Source: an optimization exercise on an open RTL-to-GDS flow (aim: small area, a short achievable clock period and few clock cycles). Production flows keep margins and buffers that such runs may drop.
Power figures rest on the tool's default switching activity, not on a simulated workload.

==> branch sierra <==
// systolic_mac_top
module systolic_mac_top (
    input  logic                                     clk,
    input  logic                                     rst,
    input  logic                                     in_req,
    input  logic                                     in_first,
    input  logic                                     in_last,
    input  logic [GRID_SIZE*DATA_WIDTH-1:0]          a_col,
    input  logic [GRID_SIZE*DATA_WIDTH-1:0]          b_row,
    output logic                                     in_ack,
    output logic [GRID_SIZE*GRID_SIZE*ACC_WIDTH-1:0] c_mat,
    output logic                                     done
);
Settings: LEC_CHECK=0, CAP_MARGIN=20, CORE_MARGIN=2, CORE_UTILIZATION=40, SETUP_SLACK_MARGIN=2.5, SLEW_MARGIN=20, TNS_END_PERCENT=100; clock period 5.5 ns.
standard.sh (not shown) runs the stock make flow with config.mk's settings and CLKGATE_MAP_FILE= SYNTH_SCRIPT=/design/flow/synth_recipe.tcl, a recipe that flattens the netlist after the stock synthesis.
==> flow/flow/run.sh <==
#!/bin/bash
# The standard layout (the standard.sh, standard synthesis included), with one change:
# the buffers that placement puts on every input and output port are sky130_fd_sc_hd__buf_2
# instead of the delay cell ORFS picks by default (clkdlybuf4s50_1, twice the area of buf_2).
set -euo pipefail
bash standard.sh 'BUFFER_PORTS_ARGS=-buffer_cell sky130_fd_sc_hd__buf_2' finish > standard_flow.log 2>&1
==> branch cedar: changes against branch sierra <==
--- a/flow/design.v
+++ b/flow/design.v
@@ -15,16 +15,17 @@
     input  logic                            in_first,
     input  logic                            in_last,
     input  logic [GRID_SIZE*DATA_WIDTH-1:0] a_col,
     input  logic [GRID_SIZE*DATA_WIDTH-1:0] b_row,
     output logic                            in_ack,
     output logic                            start,
     output logic                            acc_en,
     output logic                            acc_clear,
+    output logic                            acc_clear_d,
     output logic                            acc_fin,
     output logic [HALF*DVEC_WIDTH-1:0]      a_op,
     output logic [GRID_SIZE*DATA_WIDTH-1:0] b_op
 );
     function automatic logic [2:0] booth_digit(input logic [2:0] g);
         booth_digit[0] = g[1] ^ g[0];
         booth_digit[1] = (g[2] & ~g[1] & ~g[0]) | (~g[2] & g[1] & g[0]);
         booth_digit[2] = g[2];
@@ -40,17 +41,17 @@
     logic                       ph_a;
     logic                       ph_b;
     logic                       ph_c;
     logic                       run_first;
     logic                       run_last;
     logic                       last_d;
     logic [HALF*DVEC_WIDTH-1:0] a_hi_dig;
     logic [HALF*DVEC_WIDTH-1:0] a_lo_dig;
-    logic [HALF*DVEC_WIDTH-1:0] a_lo_q;
+    logic [HALF*DATA_WIDTH-1:0] a_lo_q;
     assign accept = in_req & ~in_ack;
     assign start  = accept & in_first;
     always_ff @(posedge clk or negedge rst) begin
         if (!rst) begin
             in_ack <= 1'b0;
             ph_a   <= 1'b0;
             ph_b   <= 1'b0;
             ph_c   <= 1'b0;
@@ -61,42 +62,44 @@
             ph_b   <= ph_a;
             ph_c   <= ph_b;
             acc_en <= ph_a | ph_b;
         end
     end
     always_comb begin
         for (int r = 0; r < HALF; r++) begin
             a_hi_dig[r*DVEC_WIDTH +: DVEC_WIDTH] = booth_recode(a_col[(r+HALF)*DATA_WIDTH +: DATA_WIDTH]);
-            a_lo_dig[r*DVEC_WIDTH +: DVEC_WIDTH] = booth_recode(a_col[r*DATA_WIDTH +: DATA_WIDTH]);
+            a_lo_dig[r*DVEC_WIDTH +: DVEC_WIDTH] = booth_recode(a_lo_q[r*DATA_WIDTH +: DATA_WIDTH]);
         end
     end
     always_ff @(posedge clk) begin
-        a_lo_q <= a_lo_dig;
-        a_op   <= accept ? a_hi_dig : a_lo_q;
+        a_lo_q <= a_col[0 +: HALF*DATA_WIDTH];
+        a_op   <= accept ? a_hi_dig : a_lo_dig;
     end
     always_ff @(posedge clk) begin
         if (accept) begin
             run_first <= in_first;
             run_last  <= in_last;
             b_op      <= b_row;
         end
         if (ph_a) begin
             last_d  <= run_last;
         end
+        acc_clear_d <= run_first;
     end
     assign acc_clear = run_first;
     assign acc_fin   = ph_c & last_d;
 endmodule
 `timescale 1ns/1ps
 import systolic_pkg::*;
 module booth_pe (
     input  logic                    clk,
     input  logic                    en,
     input  logic                    clear,
+    input  logic                    clear_d,
     input  logic [3*NUM_DIGITS-1:0] d,
     input  logic [DATA_WIDTH-1:0]   b,
     output logic [ACC_WIDTH-1:0]    x,
     output logic [ACC_WIDTH-1:0]    y
 );
     logic pp0_0;
     logic pp0_1;
     logic pp0_2;
@@ -210,28 +213,17 @@
     logic s1_71;
     logic s1_72;
     logic s1_73;
     logic s1_74;
     logic s1_75;
     logic s1_76;
     logic s1_77;
     logic s1_78;
-    logic s1_79;
-    logic s1_80;
-    logic s1_81;
-    logic s1_82;
-    logic s1_83;
-    logic s1_84;
-    logic s1_85;
-    logic s1_86;
-    logic s1_87;
-    logic s1_88;
     logic r0_q0;
-    logic r1_q0;
     logic r0_q1;
     logic r1_q1;
     logic r0_q2;
     logic r1_q2;
     logic r0_q3;
     logic r1_q3;
     logic r0_q4;
     logic r1_q4;
@@ -250,32 +242,25 @@
     logic r0_q11;
     logic r1_q11;
     logic r0_q12;
     logic r1_q12;
     logic r0_q13;
     logic r1_q13;
     logic r0_q14;
     logic r1_q14;
-    logic r0_q15;
-    logic r1_q15;
-    logic r0_q16;
-    logic r1_q16;
-    logic r0_q17;
-    logic r1_q17;
-    logic r0_q18;
-    logic r1_q18;
-    logic r0_q19;
-    logic r1_q19;
+    logic c_q;
+    logic [ACC_WIDTH-1:0] yb;
     logic [ACC_WIDTH-1:0] y_nxt;
     logic [ACC_WIDTH-1:0] base;
     logic [ACC_WIDTH-1:0] row0;
     logic [ACC_WIDTH-1:0] row1;
     assign y_nxt = en ? x : y;
     assign base  = clear ? '0 : y_nxt;
+    assign yb    = clear_d ? '0 : y;
     assign pp0_0 = (d[0] & b[0]) ^ d[2];
     assign pp0_1 = ((d[0] & b[1]) | (d[1] & b[0])) ^ d[2];
     assign pp0_2 = ((d[0] & b[2]) | (d[1] & b[1])) ^ d[2];
     assign pp0_3 = ((d[0] & b[3]) | (d[1] & b[2])) ^ d[2];
     assign pp0_4 = ((d[0] & b[4]) | (d[1] & b[3])) ^ d[2];
     assign pp0_5 = ((d[0] & b[5]) | (d[1] & b[4])) ^ d[2];
     assign pp0_6 = ((d[0] & b[6]) | (d[1] & b[5])) ^ d[2];
     assign pp0_7 = ((d[0] & b[7]) | (d[1] & b[6])) ^ d[2];
@@ -384,29 +369,18 @@
     assign s1_71 = s1_42 ^ s1_43 ^ 1'b1;
     assign s1_72 = (s1_42 & s1_43) | (s1_42 & 1'b1) | (s1_43 & 1'b1);
     assign s1_73 = s1_44 ^ s1_45 ^ base[12];
     assign s1_74 = (s1_44 & s1_45) | (s1_44 & base[12]) | (s1_45 & base[12]);
     assign s1_75 = s1_46 ^ s1_47 ^ 1'b1;
     assign s1_76 = (s1_46 & s1_47) | (s1_46 & 1'b1) | (s1_47 & 1'b1);
     assign s1_77 = s1_48 ^ pp3_8n ^ base[14];
     assign s1_78 = (s1_48 & pp3_8n) | (s1_48 & base[14]) | (pp3_8n & base[14]);
-    assign s1_79 = base[15] ^ 1'b1;
-    assign s1_80 = base[15] & 1'b1;
-    assign s1_81 = base[16] ^ 1'b1;
-    assign s1_82 = base[16] & 1'b1;
-    assign s1_83 = base[17] ^ 1'b1;
-    assign s1_84 = base[17] & 1'b1;
-    assign s1_85 = base[18] ^ 1'b1;
-    assign s1_86 = base[18] & 1'b1;
-    assign s1_87 = base[19] ^ 1'b1;
-    assign s1_88 = base[19] & 1'b1;
     always_ff @(posedge clk) begin
         r0_q0 <= s1_49;
-        r1_q0 <= base[0];
         r0_q1 <= s1_50;
         r1_q1 <= s1_51;
         r0_q2 <= s1_52;
         r1_q2 <= s1_53;
         r0_q3 <= s1_54;
         r1_q3 <= s1_55;
         r0_q4 <= s1_56;
         r1_q4 <= s1_57;
@@ -425,67 +399,58 @@
         r0_q11 <= s1_70;
         r1_q11 <= s1_71;
         r0_q12 <= s1_72;
         r1_q12 <= s1_73;
         r0_q13 <= s1_74;
         r1_q13 <= s1_75;
         r0_q14 <= s1_76;
         r1_q14 <= s1_77;
-        r0_q15 <= s1_78;
-        r1_q15 <= s1_79;
-        r0_q16 <= s1_80;
-        r1_q16 <= s1_81;
-        r0_q17 <= s1_82;
-        r1_q17 <= s1_83;
-        r0_q18 <= s1_84;
-        r1_q18 <= s1_85;
-        r0_q19 <= s1_86;
-        r1_q19 <= s1_87;
+        c_q <= s1_78;
     end
     assign row0[0] = r0_q0;
     assign row0[1] = r0_q1;
     assign row0[2] = r0_q2;
     assign row0[3] = r0_q3;
     assign row0[4] = r0_q4;
     assign row0[5] = r0_q5;
     assign row0[6] = r0_q6;
     assign row0[7] = r0_q7;
     assign row0[8] = r0_q8;
     assign row0[9] = r0_q9;
     assign row0[10] = r0_q10;
     assign row0[11] = r0_q11;
     assign row0[12] = r0_q12;
     assign row0[13] = r0_q13;
     assign row0[14] = r0_q14;
-    assign row0[15] = r0_q15;
-    assign row0[16] = r0_q16;
-    assign row0[17] = r0_q17;
-    assign row0[18] = r0_q18;
-    assign row0[19] = r0_q19;
-    assign row1[0] = r1_q0;
+    assign row0[15] = yb[15];
+    assign row0[16] = yb[16];
+    assign row0[17] = yb[17];
+    assign row0[18] = yb[18];
+    assign row0[19] = yb[19];
+    assign row1[0] = yb[0];
     assign row1[1] = r1_q1;
     assign row1[2] = r1_q2;
     assign row1[3] = r1_q3;
     assign row1[4] = r1_q4;
     assign row1[5] = r1_q5;
     assign row1[6] = r1_q6;
     assign row1[7] = r1_q7;
     assign row1[8] = r1_q8;
     assign row1[9] = r1_q9;
     assign row1[10] = r1_q10;
     assign row1[11] = r1_q11;
     assign row1[12] = r1_q12;
     assign row1[13] = r1_q13;
     assign row1[14] = r1_q14;
-    assign row1[15] = r1_q15;
-    assign row1[16] = r1_q16;
-    assign row1[17] = r1_q17;
-    assign row1[18] = r1_q18;
-    assign row1[19] = r1_q19;
+    assign row1[15] = ~c_q;
+    assign row1[16] = ~c_q;
+    assign row1[17] = ~c_q;
+    assign row1[18] = ~c_q;
+    assign row1[19] = ~c_q;
     logic [ACC_WIDTH-1:0] sum;
     logic pg0;
     logic pp0;
     logic pg1;
     logic pp1;
     logic pg2;
     logic pp2;
     logic pg3;
@@ -768,26 +733,28 @@
     end
 endmodule
 `timescale 1ns/1ps
 import systolic_pkg::*;
 module pe_grid (
     input  logic                                     clk,
     input  logic                                     en,
     input  logic                                     clear,
+    input  logic                                     clear_d,
     input  logic [HALF*DVEC_WIDTH-1:0]               a_op,
     input  logic [GRID_SIZE*DATA_WIDTH-1:0]          b_op,
     output logic [GRID_SIZE*GRID_SIZE*ACC_WIDTH-1:0] acc
 );
     for (genvar r = 0; r < HALF; r++) begin : g_row
         for (genvar j = 0; j < GRID_SIZE; j++) begin : g_col
             booth_pe i_pe (
                 .clk   (clk),
                 .en    (en),
-                .clear (clear),
+                .clear   (clear),
+                .clear_d (clear_d),
                 .d     (a_op[r*DVEC_WIDTH +: DVEC_WIDTH]),
                 .b     (b_op[j*DATA_WIDTH +: DATA_WIDTH]),
                 .x     (acc[(r*GRID_SIZE+j)*ACC_WIDTH +: ACC_WIDTH]),
                 .y     (acc[((r+HALF)*GRID_SIZE+j)*ACC_WIDTH +: ACC_WIDTH])
             );
         end
     end
 endmodule
@@ -822,39 +789,42 @@
     input  logic [GRID_SIZE*DATA_WIDTH-1:0]          b_row,
     output logic                                     in_ack,
     output logic [GRID_SIZE*GRID_SIZE*ACC_WIDTH-1:0] c_mat,
     output logic                                     done
 );
     logic                            start;
     logic                            acc_en;
     logic                            acc_clear;
+    logic                            acc_clear_d;
     logic                            acc_fin;
     logic [HALF*DVEC_WIDTH-1:0]      a_op;
     logic [GRID_SIZE*DATA_WIDTH-1:0] b_op;
     operand_prep i_operand_prep (
         .clk       (clk),
         .rst       (rst),
         .in_req    (in_req),
         .in_first  (in_first),
         .in_last   (in_last),
         .a_col     (a_col),
         .b_row     (b_row),
         .in_ack    (in_ack),
         .start     (start),
         .acc_en    (acc_en),
-        .acc_clear (acc_clear),
+        .acc_clear   (acc_clear),
+        .acc_clear_d (acc_clear_d),
         .acc_fin   (acc_fin),
         .a_op      (a_op),
         .b_op      (b_op)
     );
     pe_grid i_pe_grid (
         .clk   (clk),
         .en    (acc_en),
-        .clear (acc_clear),
+        .clear   (acc_clear),
+        .clear_d (acc_clear_d),
         .a_op  (a_op),
         .b_op  (b_op),
         .acc   (c_mat)
     );
     result_collector i_result_collector (
         .clk      (clk),
         .rst      (rst),
         .start    (start),
==> flow/flow/run.sh (replaced) <==
#!/bin/bash
# The standard layout (the standard.sh, standard synthesis included), with one change:
# the buffers that placement puts on every input and output port are sky130_fd_sc_hd__buf_1
# instead of the delay cell ORFS picks by default (clkdlybuf4s50_1, twice the area of buf_2).
set -euo pipefail
bash standard.sh 'BUFFER_PORTS_ARGS=-buffer_cell sky130_fd_sc_hd__buf_1' finish > standard_flow.log 2>&1
Settings changed: CTS_CLUSTER_DIAMETER set to 100, CTS_CLUSTER_SIZE set to 20, SETUP_SLACK_MARGIN 2.5 to 2.7.
==> notes <==
In branch sierra the final area is higher than in branch cedar, by about 5%.
In branch cedar the synthesized cell count is lower than in branch sierra, by 6.7%.
Between branch sierra and branch cedar, the lower die area is in branch cedar (gap about 5%, measured against branch cedar).
Between branch sierra and branch cedar, the lower maximum frequency is in branch cedar (gap 11%, measured against branch cedar).
Sequential cell count: branch sierra is higher than branch cedar (87).
Between branch sierra and branch cedar, the lower core utilization is in branch sierra (gap 0.20 points).
Combinational power is about the same in branch cedar and branch sierra.
==> figures <==
quantity                                                                                                branch cedar                                   branch sierra
Outcome                                                                             no timing/DRC/antenna violations                no timing/DRC/antenna violations
Post-Syn Area                                                                                            35200 sq um                                     37000 sq um
Routed length on met2                                                                                       47200 um                                        42500 um
Largest net degree at the start of global routing                                                                114                                             130
All-Layer GR Usage                                                                                             0.202                                           0.189
Sequential-cell power consumption                                                                            8990 uW                                         9840 uW
Routed wire length                                                                                          93100 um                                        89400 um
Max_slew headroom                                                                                              0.342                                           0.431
Number of enable-type register cells in the synthesized netlist                                                  243                                             195
Portion of synthesized cell area occupied by the leading cell type                                             0.223                                           0.286
Net switching power                                                                                          9320 uW                                         9760 uW
Final Net Count                                                                                                 3943                                            4090
Critical Path Sink                                                  i_pe_grid.g_row[0].g_col[3].i_pe.x[19]$_DFFE_PP_  i_pe_grid.g_row[1].g_col[1].i_pe.r1_q8$_DFF_P_
Fraction of the mapped netlist area in adder cells                                                             0.236                                           0.225
Total via count in the routed design                                                                           22920                                           23602
No run of this note included a check of the RTL's function; only the layout flow was run.

## re-timing with driven ports
The flow's constraints put no driver on any port. The routed layouts listed below were extracted and timed again, unchanged, in two steps.
Step 1 (the two cells are an assumption about what drives the block):
set clk [get_ports {clk}]
set_driving_cell -lib_cell sky130_fd_sc_hd__clkbuf_16 $clk
set_driving_cell -lib_cell sky130_fd_sc_hd__buf_2 [delete_from_list [all_inputs] $clk]
Step 2, shift: input delay + t, output delay - t, t = (earliest + latest rising clock arrival at the registers) / 2. This alone moves slack from input paths to output paths.
Three values: no drivers, after step 1, after step 2; two values: the first two.
| run | shift t [ns] | setup slack, ns | hold WS [ns] | slew at the worst register clock pin (ns) |
|---|---|---|---|---|
| branch sierra | 0.688 | 2.581 / 2.581 / 2.581 | 0.268 / 0.237 / 0.366 | 0.07 / 0.07 |
| branch cedar | 0.647 | 2.249 / 2.249 / 2.249 | 0.378 / 0.336 / 0.380 | 0.09 / 0.09 |
After both steps setup and hold are still met in every run listed.
